This design comes from an exercise in tuning for small area on the open sky130 flow, not from production work.
RTL that was checked went through simulation tests only; none was proved equivalent to the original.
Function not checked in runs 4 and 5: the RTL went through the layout flow alone.
Power is estimated from default activity; no workload was simulated.

==> flow/constraint.sdc <==
create_clock -name core_clock -period 12.0 [get_ports {clk}]
set_input_delay 2.4000 -clock core_clock [delete_from_list [all_inputs] [get_ports {clk}]]
set_output_delay 2.4000 -clock core_clock [all_outputs]
set_load 0.01 [all_outputs]
==> flow/design.v <==
package dwpid_pkg;
	localparam int TICK_BITS = 16;
	localparam int DIV_NUM_BITS = 32;
	localparam int DIV_DEN_BITS = 16;
	localparam logic [2:0] CMD_FORWARD  = 3'd0;
	localparam logic [2:0] CMD_BACKWARD = 3'd1;
	localparam logic [2:0] CMD_LEFT     = 3'd2;
	localparam logic [2:0] CMD_RIGHT    = 3'd3;
	localparam logic [2:0] CMD_STOP     = 3'd4;
	localparam logic [1:0] DIR_STOP     = 2'd0;
	localparam logic [1:0] DIR_FORWARD  = 2'd1;
	localparam logic [1:0] DIR_BACKWARD = 2'd2;
	localparam logic [2:0] REG_KP    = 3'd0;
	localparam logic [2:0] REG_KI    = 3'd1;
	localparam logic [2:0] REG_KD    = 3'd2;
	localparam logic [2:0] REG_SCALE = 3'd3;
	localparam logic [2:0] REG_PWM   = 3'd4;
	localparam logic [2:0] REG_LIMIT = 3'd5;
	localparam logic [15:0] KP_RESET    = 16'd410;
	localparam logic [15:0] KI_RESET    = 16'd15;
	localparam logic [15:0] KD_RESET    = 16'd0;
	localparam logic [15:0] SCALE_RESET = 16'd256;
	localparam logic [15:0] PWM_RESET   = 16'd1000;
	localparam logic [14:0] LIMIT_RESET = 15'd670;
	typedef struct packed {
		logic [15:0] kp_centi;
		logic [15:0] ki_centi;
		logic [15:0] kd_centi;
		logic [15:0] velocity_scale;
		logic [15:0] pwm_max;
		logic [14:0] full_speed_limit;
	} cfg_t;
	typedef struct packed {
		logic [15:0]        duty;
		logic [1:0]         dir;
		logic signed [15:0] speed;
		logic signed [31:0] odometry;
	} lane_res_t;
endpackage
module dwpid_lane #(
	parameter bit LEFT = 1'b0
) (
	input  logic        clk,
	input  logic        arst_n,
	input  logic        c_load,
	input  logic        c_neg,
	input  logic        c_mul1,
	input  logic        c_meas,
	input  logic        c_pid,
	input  logic        c_clip,
	input  logic        c_div1,
	input  logic        c_mul2,
	input  logic        c_div2,
	input  logic        c_done,
	input  logic [5:0]  k,
	input  logic [1:0]  sub,
	input  logic        step,
	input  logic        last,
	input  logic [15:0] km,
	input  logic        p_bit,
	input  logic        n_bit,
	input  logic        spd_bit,
	input  logic        spd_min,
	input  logic [15:0] ticks,
	input  logic        tgtneg,
	input  logic        run,
	output logic [15:0] duty,
	output logic [1:0]  dir,
	output logic [15:0] speed,
	output logic [31:0] odometry
);
	logic [19:0] s_q;
	logic [15:0] q_q;
	logic [15:0] sp_q;
	logic [31:0] od_q;
	logic [22:0] acc_q;
	logic [16:0] e1_q, e2_q;
	logic [1:0]  dir_q;
	logic tsign, qseen, oc, ovf, mseen, tseen, ec, e16;
	logic ca, cu, cc, s1, s2, ct, accs, c_a, c_b, hi, lo, sf, fseen, qnz;
	logic k_lt16;
	assign k_lt16 = (k[5:4] == 2'b00);
	logic        div;
	logic        x, xneg;
	logic [19:0] a_in, b_in, sum;
	logic        cin;
	logic        sneg;
	assign div  = c_div1 | c_div2;
	assign sneg = s_q[19];
	logic eb, e1b, e2b, sa, su, sc;
	assign eb  = q_q[0];
	assign e1b = (k >= 6'd17) ? s1 : e1_q[0];
	assign e2b = (k >= 6'd17) ? s2 : e2_q[0];
	assign sa  = eb ^ ~e1b ^ ca;
	assign su  = e1b ^ ~e2b ^ cu;
	assign sc  = sa ^ ~su ^ cc;
	always_comb begin
		x = 1'b0;
		xneg = 1'b0;
		if (c_mul1) x = k_lt16 & q_q[0];
		if (c_mul2) x = q_q[0];
		if (c_pid && k <= 6'd18) begin
			x = (sub == 2'd0) ? sa : (sub == 2'd1) ? eb : sc;
			xneg = (k == 6'd18);
		end
	end
	always_comb begin
		if (div) begin
			a_in = {s_q[18:0], q_q[15]};
			b_in = sneg ? {4'b0000, km} : {4'b1111, ~km};
			cin  = ~sneg;
		end else begin
			a_in = s_q;
			b_in = x ? (xneg ? {4'b1111, ~km} : {4'b0000, km}) : 20'd0;
			cin  = x & xneg;
		end
	end
	assign sum = a_in + b_in + {19'd0, cin};
	logic od_en, dsrc, db, od_s;
	assign od_en = c_neg | (c_mul1 & k_lt16);
	assign dsrc  = c_neg ? q_q[0] : tsign;
	assign db    = LEFT ? ~dsrc : dsrc;
	assign od_s  = od_q[0] ^ db ^ oc;
	logic negbit;
	assign negbit = tsign ? (q_q[0] ^ qseen) : q_q[0];
	logic dneg, v, m, t, eraw, eclip, ebit;
	assign dneg  = LEFT ? ~tsign : tsign;
	assign v     = ovf ? (k == 6'd15) : q_q[0];
	assign m     = (k == 6'd16) ? sp_q[15] :
	               dneg ? (v ^ mseen) : (ovf ? (k != 6'd15) : q_q[0]);
	assign t     = tgtneg ? (spd_bit ^ tseen) : spd_bit;
	assign eraw  = t ^ ~m ^ ec;
	assign eclip = tgtneg & spd_min & dneg & ovf;
	assign ebit  = eclip ? k_lt16 : eraw;
	logic dd, accb, tb, za, zb;
	assign dd   = sum[0];
	assign accb = (k >= 6'd23) ? accs : acc_q[0];
	assign tb   = accb ^ dd ^ ct;
	assign za   = p_bit ^ ~tb ^ c_a;
	assign zb   = tb ^ p_bit ^ c_b;
	logic f, g;
	assign f = hi ? p_bit : lo ? n_bit : acc_q[0];
	assign g = sf ? (f ^ fseen) : f;
	function automatic logic maj(input logic a, input logic b, input logic c);
		maj = (a & b) | (a & c) | (b & c);
	endfunction
	always_ff @(posedge clk or negedge arst_n) begin
		if (!arst_n) begin
			od_q  <= '0;
			acc_q <= '0;
			e1_q  <= '0;
			e2_q  <= '0;
		end else begin
			if (od_en) od_q <= {od_s, od_q[31:1]};
			if (c_pid && step) begin
				if (k <= 6'd22) acc_q <= {tb, acc_q[22:1]};
				if (k <= 6'd16) begin
					e1_q <= {eb, e1_q[16:1]};
					e2_q <= {e1_q[0], e2_q[16:1]};
				end
			end
			if (c_clip) acc_q <= {f, acc_q[22:1]};
		end
	end
	always_ff @(posedge clk) begin
		if (c_mul1 || c_mul2) s_q <= {sum[19], sum[19:1]};
		else if (c_meas && k == 6'd16) s_q <= '0;
		else if (c_pid) begin
			if (step) s_q <= (k == 6'd40) ? 20'd0 : {sum[19], sum[19:1]};
			else s_q <= sum;
		end else if (c_clip) begin
			s_q <= {s_q[19], s_q[19:8], s_q[7] | g, s_q[6:1]};
		end else if (div) s_q <= (c_div1 && last) ? 20'd0 : sum;
		else if (c_load) s_q <= '0;
		if (c_load) q_q <= ticks;
		else if (c_neg) q_q <= {negbit, q_q[15:1]};
		else if (c_mul1 || c_mul2) q_q <= {sum[0], q_q[15:1]};
		else if (c_meas && k_lt16) q_q <= {ebit & run, q_q[15:1]};
		else if (c_pid && step) q_q <= {e16, q_q[15:1]};
		else if (c_clip) q_q <= {s_q[0], q_q[15:1]};
		else if (div) q_q <= {q_q[14:0], ~sum[19]};
		if (c_meas && k_lt16) sp_q <= {m, sp_q[15:1]};
		if (c_done) dir_q <= (run && qnz) ? (sf ? 2'd2 : 2'd1) : 2'd0;
		if (c_load) begin
			tsign <= ticks[15];
			qseen <= 1'b0;
			oc    <= LEFT;
			qnz   <= 1'b0;
		end
		if (c_neg) qseen <= qseen | q_q[0];
		if (od_en) oc <= maj(od_q[0], db, oc);
		if (c_mul1 && k == 6'd23) begin
			ovf   <= |s_q;
			mseen <= 1'b0;
			tseen <= 1'b0;
			ec    <= 1'b1;
		end
		if (c_meas) begin
			mseen <= mseen | v;
			tseen <= tseen | spd_bit;
			ec    <= maj(t, ~m, ec);
			if (k == 6'd16) begin
				e16 <= ebit;
				ca  <= 1'b1;
				cu  <= 1'b1;
				cc  <= 1'b1;
				ct  <= 1'b0;
				c_a <= 1'b1;
				c_b <= 1'b0;
			end
		end
		if (c_pid && step) begin
			ca  <= maj(eb, ~e1b, ca);
			cu  <= maj(e1b, ~e2b, cu);
			cc  <= maj(sa, ~su, cc);
			ct  <= maj(accb, dd, ct);
			c_a <= maj(p_bit, ~tb, c_a);
			c_b <= maj(tb, p_bit, c_b);
			if (k == 6'd16) begin
				s1 <= e1_q[0];
				s2 <= e2_q[0];
			end
			if (k == 6'd22) accs <= acc_q[0];
			if (k == 6'd40) begin
				hi    <= za;
				lo    <= zb;
				sf    <= za ? 1'b0 : zb ? 1'b1 : acc_q[22];
				fseen <= 1'b0;
			end
		end
		if (c_clip) fseen <= fseen | f;
		if (c_div2) qnz <= qnz | ~sum[19];
	end
	assign duty     = q_q;
	assign dir      = dir_q;
	assign speed    = sp_q;
	assign odometry = od_q;
endmodule
module dual_wheel_incremental_pid_drive #(
	parameter int TICK_BITS = dwpid_pkg::TICK_BITS
) (
	input  logic                        clk,
	input  logic                        arst_n,
	input  logic                        psel,
	input  logic                        penable,
	input  logic                        pwrite,
	input  logic [4:0]                  paddr,
	input  logic [31:0]                 pwdata,
	output logic [31:0]                 prdata,
	output logic                        pready,
	input  logic                        in_valid,
	output logic                        in_stall,
	input  logic [2:0]                  cmd,
	input  logic signed [15:0]          speed,
	input  logic signed [TICK_BITS-1:0] left_ticks,
	input  logic signed [TICK_BITS-1:0] right_ticks,
	output logic                        out_valid,
	input  logic                        out_stall,
	output logic [15:0]                 left_duty,
	output logic [1:0]                  left_dir,
	output logic [15:0]                 right_duty,
	output logic [1:0]                  right_dir,
	output logic signed [15:0]          left_speed,
	output logic signed [15:0]          right_speed,
	output logic signed [31:0]          left_odometry,
	output logic signed [31:0]          right_odometry
);
	dwpid_pkg::cfg_t cfg_q;
	assign pready = 1'b1;
	always_ff @(posedge clk or negedge arst_n) begin
		if (!arst_n) begin
			cfg_q.kp_centi         <= dwpid_pkg::KP_RESET;
			cfg_q.ki_centi         <= dwpid_pkg::KI_RESET;
			cfg_q.kd_centi         <= dwpid_pkg::KD_RESET;
			cfg_q.velocity_scale   <= dwpid_pkg::SCALE_RESET;
			cfg_q.pwm_max          <= dwpid_pkg::PWM_RESET;
			cfg_q.full_speed_limit <= dwpid_pkg::LIMIT_RESET;
		end else if (psel && penable && pwrite) begin
			unique case (paddr[4:2])
				dwpid_pkg::REG_KP:    cfg_q.kp_centi         <= pwdata[15:0];
				dwpid_pkg::REG_KI:    cfg_q.ki_centi         <= pwdata[15:0];
				dwpid_pkg::REG_KD:    cfg_q.kd_centi         <= pwdata[15:0];
				dwpid_pkg::REG_SCALE: cfg_q.velocity_scale   <= pwdata[15:0];
				dwpid_pkg::REG_PWM:   cfg_q.pwm_max          <= pwdata[15:0];
				dwpid_pkg::REG_LIMIT: cfg_q.full_speed_limit <= pwdata[14:0];
				default: ;
			endcase
		end
	end
	always_comb begin
		unique case (paddr[4:2])
			dwpid_pkg::REG_KP:    prdata = 32'(cfg_q.kp_centi);
			dwpid_pkg::REG_KI:    prdata = 32'(cfg_q.ki_centi);
			dwpid_pkg::REG_KD:    prdata = 32'(cfg_q.kd_centi);
			dwpid_pkg::REG_SCALE: prdata = 32'(cfg_q.velocity_scale);
			dwpid_pkg::REG_PWM:   prdata = 32'(cfg_q.pwm_max);
			dwpid_pkg::REG_LIMIT: prdata = 32'(cfg_q.full_speed_limit);
			default:              prdata = '0;
		endcase
	end
	typedef enum logic [3:0] {
		PH_IDLE, PH_NEG, PH_MUL1, PH_MEAS, PH_PID, PH_CLIP, PH_DIV1, PH_MUL2, PH_DIV2, PH_DONE
	} ph_t;
	ph_t        ph_q;
	logic [5:0] k_q;
	logic [1:0] sub_q;
	logic       out_valid_q;
	logic       start, step, last, run;
	assign start = (ph_q == PH_IDLE) && in_valid && (!out_valid_q || !out_stall);
	assign run   = (cmd <= dwpid_pkg::CMD_RIGHT);
	assign step  = (ph_q == PH_PID) ? ((k_q > 6'd18) || (sub_q == 2'd2)) : 1'b1;
	assign last  = (k_q == 6'd15);
	always_ff @(posedge clk or negedge arst_n) begin
		if (!arst_n) begin
			ph_q        <= PH_IDLE;
			k_q         <= '0;
			sub_q       <= '0;
			out_valid_q <= 1'b0;
		end else begin
			if (out_valid_q && !out_stall) out_valid_q <= 1'b0;
			k_q <= k_q + 6'd1;
			unique case (ph_q)
				PH_IDLE: begin
					k_q <= '0;
					if (start) ph_q <= PH_NEG;
				end
				PH_NEG: if (k_q == 6'd15) begin ph_q <= PH_MUL1; k_q <= '0; end
				PH_MUL1: if (k_q == 6'd23) begin ph_q <= PH_MEAS; k_q <= '0; end
				PH_MEAS: if (k_q == 6'd16) begin
					ph_q <= run ? PH_PID : PH_DONE;
					k_q  <= '0;
					sub_q <= '0;
				end
				PH_PID: begin
					if (!step) begin
						k_q   <= k_q;
						sub_q <= sub_q + 2'd1;
					end else begin
						sub_q <= '0;
						if (k_q == 6'd40) begin ph_q <= PH_CLIP; k_q <= '0; end
					end
				end
				PH_CLIP: if (k_q == 6'd22) begin ph_q <= PH_DIV1; k_q <= '0; end
				PH_DIV1: if (k_q == 6'd15) begin ph_q <= PH_MUL2; k_q <= '0; end
				PH_MUL2: if (k_q == 6'd15) begin ph_q <= PH_DIV2; k_q <= '0; end
				PH_DIV2: if (k_q == 6'd15) begin ph_q <= PH_DONE; k_q <= '0; end
				PH_DONE: begin
					ph_q        <= PH_IDLE;
					out_valid_q <= 1'b1;
				end
				default: ph_q <= PH_IDLE;
			endcase
		end
	end
	assign in_stall  = (ph_q != PH_DONE);
	assign out_valid = out_valid_q;
	logic [14:0] lim;
	assign lim = {cfg_q.full_speed_limit[14:1],
	              cfg_q.full_speed_limit[0] | (cfg_q.full_speed_limit == 15'd0)};
	logic [15:0] km;
	always_comb begin
		unique case (ph_q)
			PH_MUL1: km = cfg_q.velocity_scale;
			PH_PID:  km = (sub_q == 2'd0) ? cfg_q.kp_centi :
			              (sub_q == 2'd1) ? cfg_q.ki_centi : cfg_q.kd_centi;
			PH_DIV1: km = 16'd100;
			PH_MUL2: km = cfg_q.pwm_max;
			PH_DIV2: km = {1'b0, lim};
			default: km = '0;
		endcase
	end
	logic       gbit, p_bit, n_bit, nseen;
	logic [3:0] dl;
	logic [1:0] pc;
	logic [2:0] ptot;
	logic [5:0] li;
	assign li   = k_q - 6'd2;
	assign gbit = (k_q >= 6'd2 && li < 6'd15) ? lim[li[3:0]] : 1'b0;
	assign ptot = {2'b00, gbit} + {2'b00, dl[2]} + {2'b00, dl[3]} + {1'b0, pc};
	assign p_bit = ptot[0];
	assign n_bit = p_bit ^ nseen;
	always_ff @(posedge clk) begin
		if ((ph_q == PH_MEAS && k_q == 6'd16) || (ph_q == PH_PID && k_q == 6'd40 && step)) begin
			dl    <= '0;
			pc    <= '0;
			nseen <= 1'b0;
		end else if ((ph_q == PH_PID || ph_q == PH_CLIP) && step) begin
			dl    <= {dl[2:0], gbit};
			pc    <= ptot[2:1];
			nseen <= nseen | p_bit;
		end
	end
	logic spd_bit, spd_min;
	assign spd_bit = speed[(k_q[4]) ? 4'd15 : k_q[3:0]];
	assign spd_min = (speed == 16'sh8000);
	logic ltn, rtn;
	assign ltn = (cmd == dwpid_pkg::CMD_BACKWARD) || (cmd == dwpid_pkg::CMD_LEFT);
	assign rtn = (cmd == dwpid_pkg::CMD_BACKWARD) || (cmd == dwpid_pkg::CMD_RIGHT);
	logic c_load, c_neg, c_mul1, c_meas, c_pid, c_clip, c_div1, c_mul2, c_div2, c_done;
	assign c_load = start;
	assign c_neg  = (ph_q == PH_NEG);
	assign c_mul1 = (ph_q == PH_MUL1);
	assign c_meas = (ph_q == PH_MEAS);
	assign c_pid  = (ph_q == PH_PID);
	assign c_clip = (ph_q == PH_CLIP);
	assign c_div1 = (ph_q == PH_DIV1);
	assign c_mul2 = (ph_q == PH_MUL2);
	assign c_div2 = (ph_q == PH_DIV2);
	assign c_done = (ph_q == PH_DONE);
	dwpid_lane #(.LEFT(1'b1)) u_left (
		.clk, .arst_n, .c_load, .c_neg, .c_mul1, .c_meas, .c_pid, .c_clip, .c_div1, .c_mul2,
		.c_div2, .c_done, .k(k_q), .sub(sub_q), .step, .last, .km, .p_bit, .n_bit, .spd_bit,
		.spd_min, .ticks(left_ticks), .tgtneg(ltn), .run,
		.duty(left_duty), .dir(left_dir), .speed(left_speed), .odometry(left_odometry)
	);
	dwpid_lane #(.LEFT(1'b0)) u_right (
		.clk, .arst_n, .c_load, .c_neg, .c_mul1, .c_meas, .c_pid, .c_clip, .c_div1, .c_mul2,
		.c_div2, .c_done, .k(k_q), .sub(sub_q), .step, .last, .km, .p_bit, .n_bit, .spd_bit,
		.spd_min, .ticks(right_ticks), .tgtneg(rtn), .run,
		.duty(right_duty), .dir(right_dir), .speed(right_speed), .odometry(right_odometry)
	);
endmodule
==> flow/config.mk <==
export PLATFORM = sky130hd
export DESIGN_NAME = dual_wheel_incremental_pid_drive
export DESIGN_NICKNAME = dual_wheel_incremental_pid_drive
export VERILOG_FILES = /design/flow/design.v
export SDC_FILE = /design/flow/constraint.sdc
export NUM_CORES = 4
export LEC_CHECK = 0
export CAP_MARGIN = 20
export CORE_MARGIN = 2
export CORE_UTILIZATION = 40
export SLEW_MARGIN = 20
==> flow/run.sh <==
#!/bin/bash
# synth_recipe.tcl (not shown) runs the flow's synth.tcl, then flattens the netlist and writes it again
# the make line also repeats each setting of config.mk as NAME=value (left out here)
make -C /OpenROAD-flow-scripts/flow DESIGN_CONFIG=/design/flow/config.mk WORK_HOME=/design/flow/orfs CLKGATE_MAP_FILE= SYNTH_SCRIPT=/design/flow/synth_recipe.tcl finish
==> impl_metrics.toml, run 1 <==
[sta]
hold_viol = 0
maxSlewHeadroom_pct = 21.7
setup_violations = 0
finalClockSkew_ns = 0.0219
rsz0062_at_grt = "false"
setup_tns_ns = 0
fin_crit_ns = 8.03
maxSlewViolCount = 0
finalCritPeriodShare_pct = 66.9
tightest_slew_ns = 1.16
fmax_ghz = 0.124

[clocking]
cts.path.max_buffers = 3
cts_resized = 0
h-tree-depth = 2
hold_buffers = 0
cts_tree = "yes"
insertion_delay_ns = 0.59
cts_buffers = 50
clkSinkCount = 445
clkTransAtPathRegs_ns = 0.06
cts_setup_buffers = 0
cts_root_buf = "clkbuf_16"

[drt]
drc = 0
vias = 19200
vias_per_cell = 5.72
first_pass_iters = 5
dr.max_layer_used = "met5"
dr_wl_met2_um = 33200
detail_route.wirelength_um = 72200
met1_length_um = 30800
dr_wl_met3_um = 5830
drt_iter0_drc = 1581
ant_nets = 0
wire_per_inst_um = 21.5

[synthesis]
yosysUniqueCellTypes = 102
synth_edf_count = 152
seq_area_frac_synth_pct = 47.3
syn_area_mm2 = 0.0251
synth_area_leaders = "dfrtp_1, edfxtp_1, mux2_2"
synthArstFlopShare_pct = 64.3
ys_seq_elements = 445
yosys.area.top_type_share_pct = 26.3
yosysWarnings = 3
avgSynthCellArea_um2 = 10.9
syn_inst = 2312
synth_top_area_cell = "dfrtp_1"
synthFlopType = "dfrtp_1"

[critical_path]
worstPathRequired_ns = 12.35
critical_path.max_fanout = 18
cp.arrival_ns = 8.38
critPathKind = "register to register"
cp-end-kind = "register"
crit_path_start_kind = "register"

[placement]
finalWeightedCongestion = 0.955
io_buffers = 226
hpwl_um = 49500

[cells_and_area]
drive_above_1_share_pct = 17.9
num-nets-final = 2657
area_growth_pct = 18.8

[worst_hold_path]
hold_class = "register to register"

[floorplanning]
die_y_um = 255
start_util_pct = 40.6
die_x_um = 255
die-area_mm2 = 0.0649
core-area_mm2 = 0.0619
floorplan.rows = 91
ios = 262

[job]
cap_violations = 0

[global_route]
grt_pass1_vias = 19200
grt_start_max_net_pins = 166
grt_pass1_wl_um = 111000
grt.overflow.total = 0
gr-usage-all-layers_pct = 22.0
antenna_found_initial = 4

[power_and_ir_drop]
ir_worst_vdd_v = 0.000179
power_leakage_nw = 12.6
p_per_area_mw_per_mm2 = 281
power_mw = 8.40

[run_status]
status = "timing/DRC/antenna clean"
## routing by layer
| metal | vias up | track usage, % |
|---|---|---|
| li1 | 8764 | - |
| met1 | 9580 | 29.1 |
| met2 | 737 | 34.8 |
| met3 | 156 | 5.61 |
| met4 | 2 | 8.02 |
| met5 | - | 0 |
## stage by stage
step           hold WS, ns  util [%]  instance area (um2)  worst slack (ns)  cells
6_report             0.444      48.2                29900              3.97   3365
5_1_grt              0.462      48.2                29900              3.53   3363
4_1_cts              0.447      48.2                29800              4.06   3362
3_5_place_dp         0.436      45.4                28100              4.07   3268
3_3_place_gp         0.428      45.3                28100              4.19   3268
2_1_floorplan        0.432         -                25200              5.56   2327
## layout make-up
cell class                 count  area (um2)
multi-input combinational   1653       12300
tap                          837        1050
timing repair buffer         263        2560
sequential                   445       11900
clock inverter                18         148
inverter                      71         267
clock buffer                  76        1600
antenna                        2        5.00
fill                        5717       32100
## sequential cells by signal, summed over array words and instances (netlist names), 2 cells and up
register,count
u_right.od_q,32
u_left.s_q,20
ph_q,4
u_left.od_q,32
u_right.acc_q,23
u_left.e1_q,17
u_right.sp_q,16
u_right.e2_q,17
u_left.dir_q,2
pc,2
u_left.acc_q,23
u_right.q_q,16
u_left.q_q,16
sub_q,2
k_q,6
u_left.e2_q,17
dl,4
cfg_q,95
u_left.sp_q,16
u_right.dir_q,2
u_right.s_q,20
u_right.e1_q,17
## synth_stat cells, types with 17 or more instances
master / instances
nor3_1: 29
a21o_1: 20
nor2_1: 128
mux2i_1: 83
edfxtp_1: 152
fa_1: 22
o21a_1: 24
nand3_1: 35
a211oi_1: 17
dfstp_2: 22
xnor2_1: 35
xor2_1: 39
nor4_1: 21
mux2_1: 44
nand2_1: 259
buf_2: 30
o21ai_0: 90
a21oi_1: 126
o22ai_1: 48
clkbuf_1: 84
o21ai_1: 49
dfrtp_1: 264
mux2_2: 238
inv_1: 70
ha_1: 56
buf_4: 24
## final timing paths
path	cells after the start	slack, ns	end	startpoint
min in group asynchronous	1	1.92	cfg_q[76]	arst_n
max	26	3.97	u_left.s_q[18]	k_q[1]
min	0	0.44	u_right.sp_q[13]	u_right.sp_q[14]
min reg2reg	0	0.44	u_right.sp_q[13]	u_right.sp_q[14]
max reg2reg	26	3.97	u_left.s_q[18]	k_q[1]
max in group asynchronous	2	8.64	u_left.e1_q[4]	arst_n
## cell families (layout without fill, tap and decap cells)
family	Yosys count	count (layout)	share of synthesized area [%]
AND/OR/NAND/NOR	581	581	10.7
AO/OA/AOI/OAI	525	525	13.5
flip-flops	445	445	47.3
multiplexers	378	378	17.1
buffers and inverters	229	428	4.24
adder cells (fa/ha/maj)	78	78	4.54
XOR/XNOR	74	74	2.58
other	2	19	0.0299
## worst max-delay path: stages (launching register included)
cell      delay, ns
dfrtp_1        0.78
inv_1          0.32
ha_1           0.28
nor2_1         0.10
nand2_1        0.07
a21oi_1        0.49
mux2_2         0.45
fa_1           0.52
inv_1          0.06
fa_1           0.47
nor2b_1        0.12
a211oi_1       0.06
a21oi_1        0.21
a22oi_2        0.08
buf_4          0.24
o22ai_1        0.43
o21ai_0        0.20
fa_1           0.50
fa_1           0.52
nor2b_1        0.18
o31a_1         0.20
o21a_1         0.20
nand2_1        0.13
o41ai_1        0.46
xnor2_1        0.27
o221ai_1       0.18
a21o_1         0.24
## cells in the final DEF (no fill, tap or decap), drive strengths merged, types with 11 or more instances in the layout
cell and n:
o221ai 11, or2 12, a22o 14, inv 71
xnor2 35, mux4 13, edfxtp 152, clkbuf 76
clkinv 17, xor2 39, nor3b 11, nor2 129
nand3 35, mux2 282, fa 22, and3 15
o21a 24, ha 56, nor2b 15, a211oi 19
buf 39, mux2i 83, dfrtp 264, a21o 20
nor4 22, clkdlybuf4s50 224, dfstp 22, nand2 259
o21ai 141, a21oi 127, or3 11, o22ai 48
nor3 30, a31oi 12, o31ai 13, conb 17
## report_power, final
group | leakage [nW] | switching (mW) | internal [mW]
clock | 0.876 | 0.644 | 0.942
sequential | 5.20 | 0.332 | 2.15
combinational | 6.52 | 2.64 | 1.69
==> inputs of run 2 (changes only) <==
--- a/flow/config.mk
+++ b/flow/config.mk
@@ -6,4 +6,5 @@
 export NUM_CORES = 4
 export LEC_CHECK = 0
+export ABC_AREA = 1
 export CAP_MARGIN = 20
 export CORE_MARGIN = 2
==> impl_metrics.toml, run 2 <==
[run_status]
status = "timing/DRC/antenna clean"

[power_and_ir_drop]
p_switching_mw = 3.59
power_leakage_nw = 13.5
comb_power_share_pct = 48.0
seq_power_share_pct = 32.8
ir_worst_vdd_v = 0.000133
p_per_area_mw_per_mm2 = 272
clock_power_share_pct = 19.2
p_sw_share_pct = 44.4
p_int_mw = 4.51

[cells_and_area]
top_regs = "cfg_q: 95 flops, u_left.od_q: 32 flops, u_right.od_q: 32 flops"
final_area_mm2 = 0.0298
multiInputGateArea_mm2 = 0.0113
final_cell_mix = "nand2_1, o21ai_0, inv_1"
area_growth_pct = 17.9
largest-register = "cfg_q"
final_common_cell = "nand2_1"
largest_reg_flops = 95
num-nets-final = 3440
drive_above_1_share_pct = 7.28
seqCellArea_mm2 = 0.0119
fillers = 6201

[clocking]
clkSinkCount = 445
cts.path.max_buffers = 3
cts_tree = "yes"
cts_resized = 0
cts_setup_buffers = 0
hold_buffers = 0
cts_buffers = 51
h-tree-depth = 2
cts_root_buf = "clkbuf_16"
insertion_delay_ns = 0.62
clkTransAtPathRegs_ns = 0.06

[synthesis]
synthArstFlopShare_pct = 64.3
syn_inst = 3111
yosysUniqueCellTypes = 64
synth_area_leaders = "dfrtp_1, edfxtp_1, nand2_1"
synthFlopType = "dfrtp_1"
ys_seq_elements = 445
avgSynthCellArea_um2 = 8.13
yosysWarnings = 3
syn_area_mm2 = 0.0253
seq_area_frac_synth_pct = 47.0
netlist_top_cells_count = "nand2_1, o21ai_0, inv_1, nor2_1, dfrtp_1"
synth_top_area_cell = "dfrtp_1"
synth_edf_count = 152
yosys.area.top_type_share_pct = 26.1
synth_most_common_cell = "nand2_1"

[critical_path]
crit_path_start_kind = "primary input"
cp_top_family = "buffers and inverters"
critPathSlowestCell = "nor3_4"
timing.critical_path.mode_cell = "clkdlybuf4s50_1"
critPathKind = "primary input to output pin"
cp.arrival_ns = 5.01
critical_path.max_fanout = 17
cp_num_buf_inv = 3
crit_path_max_incr_delay_ns = 0.85
cp-end-kind = "output pin"
worstPathRequired_ns = 9.60
cp_cell_sequence = "clkdlybuf4s50_1 -> inv_1 -> nor3_4 -> a22oi_1 -> o211ai_1 -> clkdlybuf4s50_1"

[global_route]
grt.overflow.total = 0
grt_use_met1_pct = 31.7
grt_start_max_net_pins = 180
met2_usage_pct = 35.6
grt_pass1_wl_um = 118000
gr-usage-all-layers_pct = 22.6
antenna_found_initial = 2
grt_busiest_layer = "met2"
grt_use_met3_pct = 3.32
grt_pass1_vias = 20700

[sta]
finalCritPeriodShare_pct = 61.8
setup_tns_ns = 0
setup_violations = 0
hold_viol = 0
maxSlewViolCount = 0
tightest_slew_ns = 1.03
fin_crit_ns = 7.41
rsz0062_at_grt = "false"
fmax_ghz = 0.135
maxSlewHeadroom_pct = 30.9
finalClockSkew_ns = 0.0361

[floorplanning]
die_y_um = 255
die-area_mm2 = 0.0652
ios = 262
core-area_mm2 = 0.0627
start_util_pct = 40.3
die_x_um = 255
floorplan.rows = 92

[drt]
vias_per_cell = 5.21
detail_route.wirelength_um = 74300
drc = 0
first_pass_iters = 6
vias = 21700
ant_nets = 0
wire_per_inst_um = 17.9
drt_iter0_drc = 1890

[placement]
io_buffers = 226
hpwl_um = 49800
placed_area_mm2 = 0.0281
finalWeightedCongestion = 0.906

[job]
cap_violations = 0

[worst_hold_path]
hold_class = "register to register"
[run 2: final cells by class]
cell class / instances / area share, %
inverters: 349 / 4.44
diodes: 2 / 0.0168
clock buffers: 80 / 5.26
well taps: 846 / 3.55
flip-flops and latches: 445 / 39.9
clock inverters: 15 / 0.378
repair buffers: 249 / 8.38
multi-input cells: 2171 / 38.1
[run 2: per-stage QoR]
step	hold WS [ns]	worst slack, ns	cells	total power, mW	util, %
after floorplan	0.425	5.99	3126	5.25	-
after global placement	0.429	4.67	4058	6.48	44.7
after detailed placement	0.430	4.66	4059	6.53	44.7
after CTS	0.445	4.65	4154	8.12	47.4
after global routing	0.458	4.43	4157	8.73	47.5
final	0.444	4.59	4157	8.10	47.5
[run 2: cells by family (layout without fill, tap and decap cells)]
kind of cell / after synthesis / after routing / share of synthesized area (%)
and+or+nand+nor: 1279 / 1279 / 21.2
AOI/OAI and AO/OA: 752 / 752 / 17.0
buffers and inverters: 510 / 693 / 8.64
DFF: 445 / 445 / 47.0
adders and majority gates: 78 / 78 / 4.51
xor gates and xnor gates: 43 / 43 / 1.49
other: 2 / 19 / 0.0297
muxes: 2 / 2 / 0.0792
[run 2: power groups by stage]
stage	combinational [mW]	clock, mW	sequential, mW
after floorplan	2.62	0	2.63
after global placement	3.81	0	2.67
after detailed placement	3.86	0	2.67
after CTS	3.87	1.59	2.65
after global routing	4.36	1.65	2.72
final	3.89	1.56	2.66
[run 2: final timing paths]
| path | from | end | slack [ns] | cells after the start |
|---|---|---|---|---|
| setup / recovery | paddr[3] | prdata[2] | 4.59 | 6 |
| hold / removal | u_left.sp_q[12] | u_left.sp_q[11] | 0.44 | 0 |
| setup reg to reg | k_q[0] | u_left.s_q[8] | 5.13 | 30 |
| hold reg to reg | u_left.sp_q[12] | u_left.sp_q[11] | 0.44 | 0 |
| max in group asynchronous | arst_n | cfg_q[28] | 8.54 | 3 |
| min in group asynchronous | arst_n | u_right.acc_q[7] | 1.81 | 1 |
[run 2: metal layers]
layer  up-vias  part of all wire (%)
met2       702                    46
met5         -                     0
met3       132                   6.5
li1      10600                     -
met1     10300                    45
met4         0                   3.1
==> inputs of run 3 (changes only) <==
--- a/flow/config.mk
+++ b/flow/config.mk
@@ -10,3 +10,5 @@
 export CORE_MARGIN = 2
 export CORE_UTILIZATION = 40
+export CTS_BUF_LIST = sky130_fd_sc_hd__clkbuf_2
+export CTS_CLUSTER_SIZE = 20
 export SLEW_MARGIN = 20
==> impl_metrics.toml, run 3 <==
[synthesis]
synth_area_leaders = "dfrtp_1, edfxtp_1, nand2_1"
avgSynthCellArea_um2 = 8.13
synth_edf_count = 152
synth_top_family_by_area = "simple AND/OR/NAND/NOR gates"
seq_area_frac_synth_pct = 47.0
synth_top_area_cell = "dfrtp_1"
yosys.area_share.adder_pct = 4.51
synth_compound_area_share_pct = 17.0
yosysWarnings = 3
netlist_top_cells_count = "nand2_1, o21ai_0, inv_1, nor2_1, dfrtp_1"
synth.area.mux_share_pct = 0.0792
synthArstFlopShare_pct = 64.3
syn_area_mm2 = 0.0253
ys_seq_elements = 445
yosys.area.top_type_share_pct = 26.1
synth_most_common_cell = "nand2_1"
syn_inst = 3111
yosysUniqueCellTypes = 64
synthFlopType = "dfrtp_1"
synth_simple_gate_area_share_pct = 21.2
synth_xor_xnor_area_share_pct = 1.49

[drt]
ant_nets = 0
detail_route.wirelength_um = 75300
first_pass_iters = 8
vias_per_cell = 5.14
drt_iter0_drc = 2007
vias = 22100
wire_per_inst_um = 17.5
drc = 0

[placement]
hpwl_um = 49800
finalWeightedCongestion = 0.906
io_buffers = 226
dp.cells = 4059

[job]
cap_violations = 0

[sta]
setup_violations = 0
tightest_slew_ns = 1.05
finalClockSkew_ns = 0.115
finalCritPeriodShare_pct = 61.9
fin_crit_ns = 7.43
hold_viol = 0
setup_tns_ns = 0
fmax_ghz = 0.135
rsz0062_at_grt = "false"
maxSlewHeadroom_pct = 30.1
maxSlewViolCount = 0

[floorplanning]
ios = 262
floorplan.rows = 92
start_util_pct = 40.3
die_y_um = 255
die_x_um = 255
core-area_mm2 = 0.0627
die-area_mm2 = 0.0652

[critical_path]
cp_top_family = "buffers and inverters"
crit_path_start_kind = "primary input"
crit_path_max_incr_delay_ns = 0.86
cp_cell_sequence = "clkdlybuf4s50_1 -> inv_1 -> nor3_4 -> a22oi_1 -> o211ai_1 -> clkdlybuf4s50_1"
critPathKind = "primary input to output pin"
critical_path.max_fanout = 17
cp.arrival_ns = 5.03
cp_num_buf_inv = 3
critPathSlowestCell = "nor3_4"
worstPathRequired_ns = 9.60
timing.critical_path.mode_cell = "clkdlybuf4s50_1"
cp-end-kind = "output pin"

[clocking]
cts_tree = "yes"
h-tree-depth = 4
clkSinkCount = 445
cts_root_buf = "clkbuf_2"
cts_resized = 0
cts_setup_buffers = 0
cts_buffers = 130
hold_buffers = 0
clkTransAtPathRegs_ns = 0.11
cts.path.max_buffers = 3
insertion_delay_ns = 1.31

[cells_and_area]
final_common_cell = "nand2_1"
largest-register = "cfg_q"
largest_reg_flops = 95
finalNonFillerCells = 4304
drive_above_1_share_pct = 10.8
top_regs = "cfg_q: 95 flops, u_left.od_q: 32 flops, u_right.od_q: 32 flops"
final_cell_mix = "nand2_1, o21ai_0, inv_1"
fillers = 6331
area_growth_pct = 16.2
num-nets-final = 3519

[global_route]
grt_pass1_vias = 21300
grt_start_max_net_pins = 180
grt_pass1_wl_um = 119000
grt.overflow.total = 0
antenna_found_initial = 3
gr-usage-all-layers_pct = 23.1

[worst_hold_path]
hold_class = "register to register"

[run_status]
status = "timing/DRC/antenna clean"

[power_and_ir_drop]
p_per_area_mw_per_mm2 = 263
ir_worst_vdd_v = 0.000151
power_leakage_nw = 13.6
run 3: per-stage QoR:
step | worst slack (ns) | util, % | area, um2 | hold slack (ns) | power [mW]
after floorplan | 5.99 | - | 25300 | 0.425 | 5.25
after global placement | 4.67 | 44.7 | 28000 | 0.429 | 6.48
after detailed placement | 4.66 | 44.7 | 28100 | 0.430 | 6.53
after CTS | 4.64 | 46.7 | 29300 | 0.420 | 7.76
after global routing | 4.38 | 46.8 | 29400 | 0.416 | 8.40
final | 4.57 | 46.8 | 29400 | 0.415 | 7.74
run 3: final timing paths:
check | from | end | slack [ns] | cells after the start
min reg2reg | u_right.sp_q[14] | u_right.sp_q[13] | 0.42 | 0
max | paddr[3] | prdata[2] | 4.57 | 6
max in group asynchronous | arst_n | cfg_q[48] | 9.21 | 3
min in group asynchronous | arst_n | u_right.acc_q[10] | 1.17 | 1
min | u_right.sp_q[14] | u_right.sp_q[13] | 0.42 | 0
max reg2reg | k_q[0] | u_left.s_q[8] | 5.16 | 30
run 3: final cells by class:
type	count	area, um2	area share, %
inverter	349	1320	4.50
clock inverter	51	298	1.01
timing repair buffer	249	2500	8.50
antenna	4	10.0	0.0341
multi-input combinational	2171	11300	38.6
clock buffer	189	946	3.22
tap	846	1060	3.60
sequential	445	11900	40.5
run 3: kinds of logic after synthesis:
kind of cell             count (synthesis)
AO/OA/AOI/OAI                          752
XOR/XNOR                                43
adder cells (fa/ha/maj)                 78
buffers and inverters                  510
flip-flops                             445
multiplexers                             2
other                                    2
AND/OR/NAND/NOR                       1279
run 3: metal layers:
layer | track usage, % | up-vias | share of wire, %
met3 | 4.48 | 156 | 7.1
met1 | 31.6 | 10300 | 44
li1 | - | 10800 | -
met4 | 10.0 | 0 | 3.1
met5 | 0 | - | 0
met2 | 35.7 | 812 | 45
run 3: worst reg2reg max path, delay by kind of cell, from the launching register on:
kind | cells | cell delay [ns]
adders and majority gates | 5 | 2.29
AOI/OAI and AO/OA | 8 | 1.38
and+or+nand+nor | 9 | 1.08
buffers and inverters | 7 | 0.86
DFF | 1 | 0.70
xor gates and xnor gates | 1 | 0.27
run 3: report_power, final:
part           total [mW]  internal (mW)  switching [mW]
Combinational        3.89           1.32            2.57
Clock                1.20          0.479           0.719
Sequential           2.65           2.28           0.371
==> inputs of run 4 (changes only) <==
--- a/flow/design.v
+++ b/flow/design.v
@@ -65,4 +65,7 @@
 	input  logic        tgtneg,
 	input  logic        run,
+	input  logic        fresh_od,
+	input  logic        fresh_pid,
+	input  logic        tseen,
 	output logic [15:0] duty,
 	output logic [1:0]  dir,
@@ -77,6 +80,18 @@
 	logic [16:0] e1_q, e2_q;
 	logic [1:0]  dir_q;
-	logic tsign, qseen, oc, ovf, mseen, tseen, ec, e16;
-	logic ca, cu, cc, s1, s2, ct, accs, c_a, c_b, hi, lo, sf, fseen, qnz;
+	logic tsign_nz, seen, c1, ovf_hi, e16_lo;
+	logic ca, cu, cc, s1, s2, ct, accs, c_a, c_b, sf;
+	logic tsign, ovf, e16, hi, lo, qnz, qseen, mseen, fseen, oc, ec;
+	assign tsign = tsign_nz;
+	assign qnz   = tsign_nz;
+	assign ovf   = ovf_hi;
+	assign hi    = ovf_hi;
+	assign e16   = e16_lo;
+	assign lo    = e16_lo;
+	assign qseen = seen;
+	assign mseen = seen;
+	assign fseen = seen;
+	assign oc    = c1;
+	assign ec    = c1;
 	logic k_lt16;
 	assign k_lt16 = (k[5:4] == 2'b00);
@@ -90,6 +105,6 @@
 	logic eb, e1b, e2b, sa, su, sc;
 	assign eb  = q_q[0];
-	assign e1b = (k >= 6'd17) ? s1 : e1_q[0];
-	assign e2b = (k >= 6'd17) ? s2 : e2_q[0];
+	assign e1b = (k >= 6'd17) ? s1 : (e1_q[0] & ~fresh_pid);
+	assign e2b = (k >= 6'd17) ? s2 : (e2_q[0] & ~fresh_pid);
 	assign sa  = eb ^ ~e1b ^ ca;
 	assign su  = e1b ^ ~e2b ^ cu;
@@ -121,5 +136,7 @@
 	assign dsrc  = c_neg ? q_q[0] : tsign;
 	assign db    = LEFT ? ~dsrc : dsrc;
-	assign od_s  = od_q[0] ^ db ^ oc;
+	logic od0;
+	assign od0   = od_q[0] & ~fresh_od;
+	assign od_s  = od0 ^ db ^ oc;
 	logic negbit;
 	assign negbit = tsign ? (q_q[0] ^ qseen) : q_q[0];
@@ -135,5 +152,5 @@
 	logic dd, accb, tb, za, zb;
 	assign dd   = sum[0];
-	assign accb = (k >= 6'd23) ? accs : acc_q[0];
+	assign accb = (k >= 6'd23) ? accs : (acc_q[0] & ~fresh_pid);
 	assign tb   = accb ^ dd ^ ct;
 	assign za   = p_bit ^ ~tb ^ c_a;
@@ -145,21 +162,14 @@
 		maj = (a & b) | (a & c) | (b & c);
 	endfunction
-	always_ff @(posedge clk or negedge arst_n) begin
-		if (!arst_n) begin
-			od_q  <= '0;
-			acc_q <= '0;
-			e1_q  <= '0;
-			e2_q  <= '0;
-		end else begin
-			if (od_en) od_q <= {od_s, od_q[31:1]};
-			if (c_pid && step) begin
-				if (k <= 6'd22) acc_q <= {tb, acc_q[22:1]};
-				if (k <= 6'd16) begin
-					e1_q <= {eb, e1_q[16:1]};
-					e2_q <= {e1_q[0], e2_q[16:1]};
-				end
+	always_ff @(posedge clk) begin
+		if (od_en) od_q <= {od_s, od_q[31:1]};
+		if (c_pid && step) begin
+			if (k <= 6'd22) acc_q <= {tb, acc_q[22:1]};
+			if (k <= 6'd16) begin
+				e1_q <= {eb, e1_q[16:1]};
+				e2_q <= {e1b, e2_q[16:1]};
 			end
-			if (c_clip) acc_q <= {f, acc_q[22:1]};
 		end
+		if (c_clip) acc_q <= {f, acc_q[22:1]};
 	end
 	always_ff @(posedge clk) begin
@@ -183,23 +193,20 @@
 		if (c_done) dir_q <= (run && qnz) ? (sf ? 2'd2 : 2'd1) : 2'd0;
 		if (c_load) begin
-			tsign <= ticks[15];
-			qseen <= 1'b0;
-			oc    <= LEFT;
-			qnz   <= 1'b0;
+			tsign_nz <= ticks[15];
+			seen     <= 1'b0;
+			c1       <= LEFT;
 		end
-		if (c_neg) qseen <= qseen | q_q[0];
-		if (od_en) oc <= maj(od_q[0], db, oc);
+		if (c_neg) seen <= seen | q_q[0];
+		if (od_en) c1 <= maj(od0, db, oc);
 		if (c_mul1 && k == 6'd23) begin
-			ovf   <= |s_q;
-			mseen <= 1'b0;
-			tseen <= 1'b0;
-			ec    <= 1'b1;
+			ovf_hi <= |s_q;
+			seen   <= 1'b0;
+			c1     <= 1'b1;
 		end
 		if (c_meas) begin
-			mseen <= mseen | v;
-			tseen <= tseen | spd_bit;
-			ec    <= maj(t, ~m, ec);
+			seen <= seen | v;
+			c1   <= maj(t, ~m, ec);
 			if (k == 6'd16) begin
-				e16 <= ebit;
+				e16_lo <= ebit;
 				ca  <= 1'b1;
 				cu  <= 1'b1;
@@ -218,17 +225,18 @@
 			c_b <= maj(tb, p_bit, c_b);
 			if (k == 6'd16) begin
-				s1 <= e1_q[0];
-				s2 <= e2_q[0];
+				s1 <= e1b;
+				s2 <= e2b;
 			end
-			if (k == 6'd22) accs <= acc_q[0];
+			if (k == 6'd22) accs <= accb;
 			if (k == 6'd40) begin
-				hi    <= za;
-				lo    <= zb;
-				sf    <= za ? 1'b0 : zb ? 1'b1 : acc_q[22];
-				fseen <= 1'b0;
+				ovf_hi <= za;
+				e16_lo <= zb;
+				sf     <= za ? 1'b0 : zb ? 1'b1 : acc_q[22];
+				seen   <= 1'b0;
 			end
 		end
-		if (c_clip) fseen <= fseen | f;
-		if (c_div2) qnz <= qnz | ~sum[19];
+		if (c_clip) seen <= seen | f;
+		if (c_mul2) tsign_nz <= 1'b0;
+		if (c_div2) tsign_nz <= qnz | ~sum[19];
 	end
 	assign duty     = q_q;
@@ -391,4 +399,18 @@
 		end
 	end
+	logic fresh_od, fresh_pid, tseen;
+	always_ff @(posedge clk or negedge arst_n) begin
+		if (!arst_n) begin
+			fresh_od  <= 1'b1;
+			fresh_pid <= 1'b1;
+		end else begin
+			if (ph_q == PH_MUL1 && k_q == 6'd15) fresh_od <= 1'b0;
+			if (ph_q == PH_PID && k_q == 6'd40 && step) fresh_pid <= 1'b0;
+		end
+	end
+	always_ff @(posedge clk) begin
+		if (ph_q == PH_MEAS) tseen <= tseen | spd_bit;
+		else tseen <= 1'b0;
+	end
 	logic spd_bit, spd_min;
 	assign spd_bit = speed[(k_q[4]) ? 4'd15 : k_q[3:0]];
@@ -411,5 +433,5 @@
 		.clk, .arst_n, .c_load, .c_neg, .c_mul1, .c_meas, .c_pid, .c_clip, .c_div1, .c_mul2,
 		.c_div2, .c_done, .k(k_q), .sub(sub_q), .step, .last, .km, .p_bit, .n_bit, .spd_bit,
-		.spd_min, .ticks(left_ticks), .tgtneg(ltn), .run,
+		.spd_min, .ticks(left_ticks), .tgtneg(ltn), .run, .fresh_od, .fresh_pid, .tseen,
 		.duty(left_duty), .dir(left_dir), .speed(left_speed), .odometry(left_odometry)
 	);
@@ -417,5 +439,5 @@
 		.clk, .arst_n, .c_load, .c_neg, .c_mul1, .c_meas, .c_pid, .c_clip, .c_div1, .c_mul2,
 		.c_div2, .c_done, .k(k_q), .sub(sub_q), .step, .last, .km, .p_bit, .n_bit, .spd_bit,
-		.spd_min, .ticks(right_ticks), .tgtneg(rtn), .run,
+		.spd_min, .ticks(right_ticks), .tgtneg(rtn), .run, .fresh_od, .fresh_pid, .tseen,
 		.duty(right_duty), .dir(right_dir), .speed(right_speed), .odometry(right_odometry)
 	);
--- a/flow/config.mk
+++ b/flow/config.mk
@@ -6,9 +6,6 @@
 export NUM_CORES = 4
 export LEC_CHECK = 0
-export ABC_AREA = 1
 export CAP_MARGIN = 20
 export CORE_MARGIN = 2
 export CORE_UTILIZATION = 40
-export CTS_BUF_LIST = sky130_fd_sc_hd__clkbuf_2
-export CTS_CLUSTER_SIZE = 20
 export SLEW_MARGIN = 20
==> impl_metrics.toml, run 4 <==
[synthesis]
synth_most_common_cell = "edfxtp_1"
yosysUniqueCellTypes = 91
synth_top_area_cell = "edfxtp_1"
avgSynthCellArea_um2 = 11.1
ys_seq_elements = 434
netlist_top_cells_count = "edfxtp_1, nand2_1, a21oi_1, nor2_1, o21ai_0"
synth_edf_count = 310
synth_area_leaders = "edfxtp_1, dfrtp_1, mux2_2"
yosysWarnings = 3
synthFlopType = "edfxtp_1"
yosys.area.top_type_share_pct = 39.8
synthArstFlopShare_pct = 25.3
seq_area_frac_synth_pct = 52.9
syn_inst = 2105
syn_area_mm2 = 0.0234

[critical_path]
cp-end-kind = "register"
worstPathRequired_ns = 12.34
critPathSlowestCell = "a2bb2oi_2"
cp_cell_sequence = "clkinv_1 -> ha_1 -> nand3b_1 -> a21oi_1 -> nand3b_1 -> o21ai_0 -> fa_1 -> inv_1 -> fa_1 -> mux2i_1 -> nor2_1 -> a21oi_1 -> a2bb2oi_2 -> o22ai_1 -> ha_1 -> and2_1 -> nand4_1 -> a211o_1 -> and2_1 -> o21ai_1 -> a31oi_1 -> xnor2_1 -> o21ai_0"
crit_path_start_kind = "register"
crit_path_max_incr_delay_ns = 0.81
critPathKind = "register to register"
critical_path.max_fanout = 18
worstRegToRegCells = 23
cp.arrival_ns = 8.23
regToRegSetupSlack_ns = 4.10

[sta]
finalCritPeriodShare_pct = 65.8
fin_crit_ns = 7.90
tightest_slew_ns = 1.08
maxSlewHeadroom_pct = 26.5
finalClockSkew_ns = 0.0541
setup_tns_ns = 0
fmax_ghz = 0.127
hold_viol = 0
setup_violations = 0
maxSlewViolCount = 0
rsz0062_at_grt = "false"

[drt]
vias_per_cell = 5.73
drc = 0
first_pass_iters = 6
detail_route.wirelength_um = 68100
vias = 17700
wire_per_inst_um = 22.0
ant_nets = 0
drt_iter0_drc = 1696

[run_status]
status = "timing/DRC/antenna clean"

[cells_and_area]
post-route-util_pct = 48.6
final_cell_mix = "edfxtp_1, nand2_1, clkdlybuf4s50_1"
drive_above_1_share_pct = 12.1
top_regs = "cfg_q: 95 flops, u_left.od_q: 32 flops, u_right.od_q: 32 flops"
fillers = 5185
largest_reg_flops = 95
largest-register = "cfg_q"
area_growth_pct = 20.0
final_common_cell = "edfxtp_1"
num-nets-final = 2458

[placement]
io_buffers = 226
hpwl_um = 46900
finalWeightedCongestion = 0.877

[clocking]
hold_buffers = 0
clkTransAtPathRegs_ns = 0.06
cts_root_buf = "clkbuf_16"
cts_tree = "yes"
insertion_delay_ns = 0.63
cts_setup_buffers = 0
cts.path.max_buffers = 3
clkSinkCount = 434
cts_resized = 0
cts_buffers = 49
h-tree-depth = 2

[power_and_ir_drop]
power_leakage_nw = 10.5
ir_worst_vdd_v = 0.000186
p_per_area_mw_per_mm2 = 284

[floorplanning]
start_util_pct = 40.5
die_x_um = 246
core-area_mm2 = 0.0577
floorplan.rows = 88
ios = 262
die-area_mm2 = 0.0604
die_y_um = 246

[global_route]
gr-usage-all-layers_pct = 22.1
grt_start_max_net_pins = 73
grt.overflow.total = 0
grt_pass1_wl_um = 103000
grt_pass1_vias = 17100
antenna_found_initial = 2

[job]
cap_violations = 0

[worst_hold_path]
hold_class = "register to register"
min_path_cells = 0
run 4: changes by cell type after synthesis, sizes merged, moves of 79 or more:
cell	previous run	this run
mux2i	2	81
edfxtp	152	310
inv	346	75
dfrtp	264	86
nand2	820	247
nand3	114	29
o21ai	396	137
nor2	281	133
mux2	0	105
run 4: final timing paths:
path	startpoint	end
max in group asynchronous	arst_n	ph_q[3]
worst min-delay path	u_right.acc_q[4]	u_right.acc_q[3]
worst min register to register	u_right.acc_q[4]	u_right.acc_q[3]
worst max-delay path	k_q[1]	u_right.q_q[0]
min in group asynchronous	arst_n	cfg_q[40]
worst max register to register	k_q[1]	u_right.q_q[0]
run 4: critical path: cells and delay by family, from the launching register on:
| family | cells | cell delay (ns) |
|---|---|---|
| simple gates | 6 | 0.93 |
| compound gates | 9 | 2.96 |
| mux | 1 | 0.14 |
| buf+inv | 2 | 0.49 |
| fa+ha+maj | 4 | 1.75 |
| xor+xnor | 1 | 0.77 |
| flops | 1 | 0.53 |
run 4: logic make-up after synthesis:
logic type,Yosys count,synth area share (%)
simple gates,574,11.3
mux,194,9.30
flops,434,52.9
xor+xnor,78,2.92
buf+inv,212,3.87
compound gates,534,14.8
fa+ha+maj,77,4.83
other cells,2,0.0321
run 4: per-layer routing:
layer / routed length, um / track usage (%) / vias up
met5: 18 / 0 / -
met1: 29400 / 30.1 / 8691
met3: 5210 / 4.17 / 143
met2: 31200 / 34.9 / 741
li1: - / - / 8156
met4: 2360 / 8.45 / 2
run 4: where the power goes:
group | switching, mW | internal, mW | leakage [nW]
Clock | 0.641 | 0.942 | 0.829
Combinational | 2.20 | 1.46 | 5.30
Sequential | 0.373 | 2.35 | 4.40
run 4: cell type report:
cell class                 instances  area (um2)  share of cell area [%]
clock inverter                    22         327                    1.16
timing repair buffer             251        2460                    8.77
tap                              765         957                    3.41
sequential                       434       12400                    44.1
inverter                          76         285                    1.02
antenna                            1        2.50                 0.00892
clock buffer                      70        1390                    4.94
multi-input combinational       1474       10300                    36.6
run 4: through the flow:
step	hold slack (ns)	std cells	setup slack, ns	total power [mW]	area, um2
2_1_floorplan	0.400	2120	4.22	5.02	23400
3_3_place_gp	0.401	2999	4.36	6.27	26300
3_5_place_dp	0.405	3000	4.24	6.38	26300
4_1_cts	0.365	3092	4.18	7.99	28000
5_1_grt	0.389	3093	3.55	8.48	28100
6_report	0.375	3093	4.10	7.97	28100
==> inputs of run 5 (changes only) <==
--- a/flow/config.mk
+++ b/flow/config.mk
@@ -9,3 +9,5 @@
 export CORE_MARGIN = 2
 export CORE_UTILIZATION = 40
+export CTS_BUF_LIST = sky130_fd_sc_hd__clkbuf_8
+export CTS_CLUSTER_SIZE = 30
 export SLEW_MARGIN = 20
==> impl_metrics.toml, run 5 <==
[run_status]
status = "timing/DRC/antenna clean"

[sta]
maxSlewViolCount = 0
finalClockSkew_ns = 0.0512
tightest_slew_ns = 1.13
finalCritPeriodShare_pct = 66.2
fin_crit_ns = 7.94
maxSlewHeadroom_pct = 22.8
setup_violations = 0
hold_viol = 0
setup_tns_ns = 0
rsz0062_at_grt = "false"
fmax_ghz = 0.126
holdWs_ns = 0.394

[power_and_ir_drop]
p_int_mw = 4.50
clock_power_share_pct = 17.3
ir_worst_vdd_v = 0.000148
p_per_area_mw_per_mm2 = 277
power_leakage_nw = 10.6
comb_power_share_pct = 47.4
power_mw = 7.72
p_switching_mw = 3.22
p_sw_share_pct = 41.8
seq_power_share_pct = 35.3

[clocking]
insertion_delay_ns = 0.70
hold_buffers = 0
clkTransAtPathRegs_ns = 0.07
cts.path.max_buffers = 3
cts_tree = "yes"
cts_setup_buffers = 0
clkSinkCount = 434
h-tree-depth = 3
cts_buffers = 79
cts_resized = 0
cts_root_buf = "clkbuf_8"

[cells_and_area]
final_common_cell = "edfxtp_1"
final_area_mm2 = 0.0278
fillers = 5203
drive_above_1_share_pct = 13.0
area_growth_pct = 19.1
num-nets-final = 2488
largest-register = "cfg_q"
top_regs = "cfg_q: 95 flops, u_left.od_q: 32 flops, u_right.od_q: 32 flops"
seqCellArea_mm2 = 0.0124
largest_reg_flops = 95
final_cell_mix = "edfxtp_1, nand2_1, clkdlybuf4s50_1"
multiInputGateArea_mm2 = 0.0103
post-route-util_pct = 48.2

[critical_path]
crit_path_max_incr_delay_ns = 0.84
cp-end-kind = "register"
critical_path.max_fanout = 18
critPathSlowestCell = "a2bb2oi_2"
worstPathRequired_ns = 12.41
cp_num_buf_inv = 2
cp.arrival_ns = 8.34
cp_top_family = "compound AO/OA/AOI/OAI gates"
critPathKind = "register to register"
cp_cell_sequence = "clkinv_1 -> ha_1 -> nand3b_1 -> a21oi_1 -> nand3b_1 -> o21ai_0 -> fa_1 -> inv_1 -> fa_1 -> mux2i_1 -> nor2_1 -> a21oi_1 -> a2bb2oi_2 -> o22ai_1 -> ha_1 -> and2_1 -> nand4_1 -> a211o_1 -> and2_1 -> o21ai_1 -> a31oi_1 -> xnor2_1 -> o21ai_0"
crit_path_start_kind = "register"

[drt]
vias = 17900
wire_per_inst_um = 21.9
detail_route.wirelength_um = 68800
first_pass_iters = 6
drc = 0
ant_nets = 0
drt_iter0_drc = 1738
vias_per_cell = 5.71

[synthesis]
yosysWarnings = 3
synth_top_area_cell = "edfxtp_1"
synthArstFlopShare_pct = 25.3
netlist_top_cells_count = "edfxtp_1, nand2_1, a21oi_1, nor2_1, o21ai_0"
syn_area_mm2 = 0.0234
syn_inst = 2105
synth_area_leaders = "edfxtp_1, dfrtp_1, mux2_2"
yosysUniqueCellTypes = 91
synth_most_common_cell = "edfxtp_1"
ys_seq_elements = 434
avgSynthCellArea_um2 = 11.1
synthFlopType = "edfxtp_1"
seq_area_frac_synth_pct = 52.9
synth_edf_count = 310
yosys.area.top_type_share_pct = 39.8

[floorplanning]
die-area_mm2 = 0.0604
start_util_pct = 40.5
floorplan.rows = 88
die_y_um = 246
core-area_mm2 = 0.0577
ios = 262
die_x_um = 246

[global_route]
grt_pass1_vias = 17300
grt_start_max_net_pins = 73
grt_pass1_wl_um = 104000
grt.overflow.total = 0
gr-usage-all-layers_pct = 22.4
antenna_found_initial = 4

[job]
cap_violations = 0

[worst_hold_path]
hold_class = "register to register"

[placement]
io_buffers = 226
hpwl_um = 46900
placed_area_mm2 = 0.0263
finalWeightedCongestion = 0.877
## run 5: final timing paths
kind / start / endpoint / slack [ns] / cells after the start
max in group asynchronous: arst_n / out_valid_q / 8.91 / 2
setup / recovery: k_q[1] / u_right.q_q[0] / 4.06 / 23
hold / removal: u_left.acc_q[7] / u_left.acc_q[6] / 0.39 / 0
hold reg to reg: u_left.acc_q[7] / u_left.acc_q[6] / 0.39 / 0
min in group asynchronous: arst_n / cfg_q[40] / 1.70 / 1
setup reg to reg: k_q[1] / u_right.q_q[0] / 4.06 / 23
## run 5: cells by family after synthesis
kind of cell	synth area share (%)
XOR/XNOR	2.92
flip-flops	52.9
AND/OR/NAND/NOR	11.3
multiplexers	9.30
adder cells (fa/ha/maj)	4.83
other	0.0321
buffers and inverters	3.87
AO/OA/AOI/OAI	14.8
## run 5: final cells by class
| class | count | share of cell area [%] |
|---|---|---|
| inverter | 76 | 1.02 |
| timing repair buffer | 251 | 8.85 |
| tap | 765 | 3.44 |
| sequential | 434 | 44.4 |
| clock inverter | 56 | 1.06 |
| multi-input combinational | 1474 | 36.9 |
| clock buffer | 86 | 4.25 |
| antenna | 3 | 0.0270 |
## run 5: metrics by stage
step,std cells,worst slack [ns]
3_3_place_gp,2999,4.36
5_1_grt,3145,3.53
6_report,3145,4.06
3_5_place_dp,3000,4.24
4_1_cts,3142,4.20
2_1_floorplan,2120,4.22
## run 5: worst register-to-register path: cells and delay by family, from the launching register on
kind                       cells  cell delay [ns]
AOI/OAI and AO/OA              9             2.98
xor gates and xnor gates       1             0.79
adders and majority gates      4             1.76
buffers and inverters          2             0.49
DFF                            1             0.53
muxes                          1             0.14
and+or+nand+nor                6             0.94
## run 5: power groups by stage
stage               registers, mW  logic, mW  clock network (mW)
finish                       2.73       3.66                1.33
global placement             2.74       3.53                   0
CTS                          2.73       3.63                1.37
detailed placement           2.75       3.62                   0
floorplan                    2.71       2.31                   0
global route                 2.78       4.02                1.45
## run 5: routing by layer
layer | global-route usage (%) | vias to the layer above | routed length, um
met5 | 0 | - | 13
met4 | 8.89 | 2 | 2310
met3 | 4.73 | 142 | 5470
met2 | 35.0 | 806 | 31400
met1 | 30.4 | 8773 | 29600
li1 | - | 8220 | -

## what the ideal ports hide
How much do the figures lean on ideal ports? The routed layouts below were timed once more, with nothing changed but the port constraints.
Step 1: set_driving_cell puts a clkbuf_16 on clk and a buf_2 on each other input, an assumption about the parent block.
Step 2 adds t to the input delays and takes it off the output delays; t is the mean of the earliest and latest rising clock arrival at the registers after step 1. Input paths then give back, and output paths get back, about the clock's delay inside the block.
Three values: no drivers, after step 1, after step 2; two values: the first two.
| run | t, ns | setup slack, ns | hold WS [ns] | slew at the worst register clock pin (ns) | worst data-port slew with drivers (ns) |
|---|---|---|---|---|---|
| run 1 | 0.647 | 3.967 / 3.967 / 3.967 | 0.444 / 0.444 / 0.444 | 0.07 / 0.07 | 0.10 |
| run 2 | 0.665 | 4.586 / 4.561 / 4.561 | 0.444 / 0.444 / 0.444 | 0.07 / 0.07 | 0.07 |
| run 3 | 1.313 | 4.570 / 4.545 / 4.545 | 0.415 / 0.415 / 0.415 | 0.12 / 0.12 | 0.08 |
| run 4 | 0.663 | 4.104 / 4.104 / 4.104 | 0.375 / 0.375 / 0.375 | 0.07 / 0.07 | 0.09 |
| run 5 | 0.726 | 4.061 / 4.061 / 4.061 | 0.394 / 0.394 / 0.394 | 0.07 / 0.07 | 0.09 |
After both steps setup and hold are still met in every run listed.
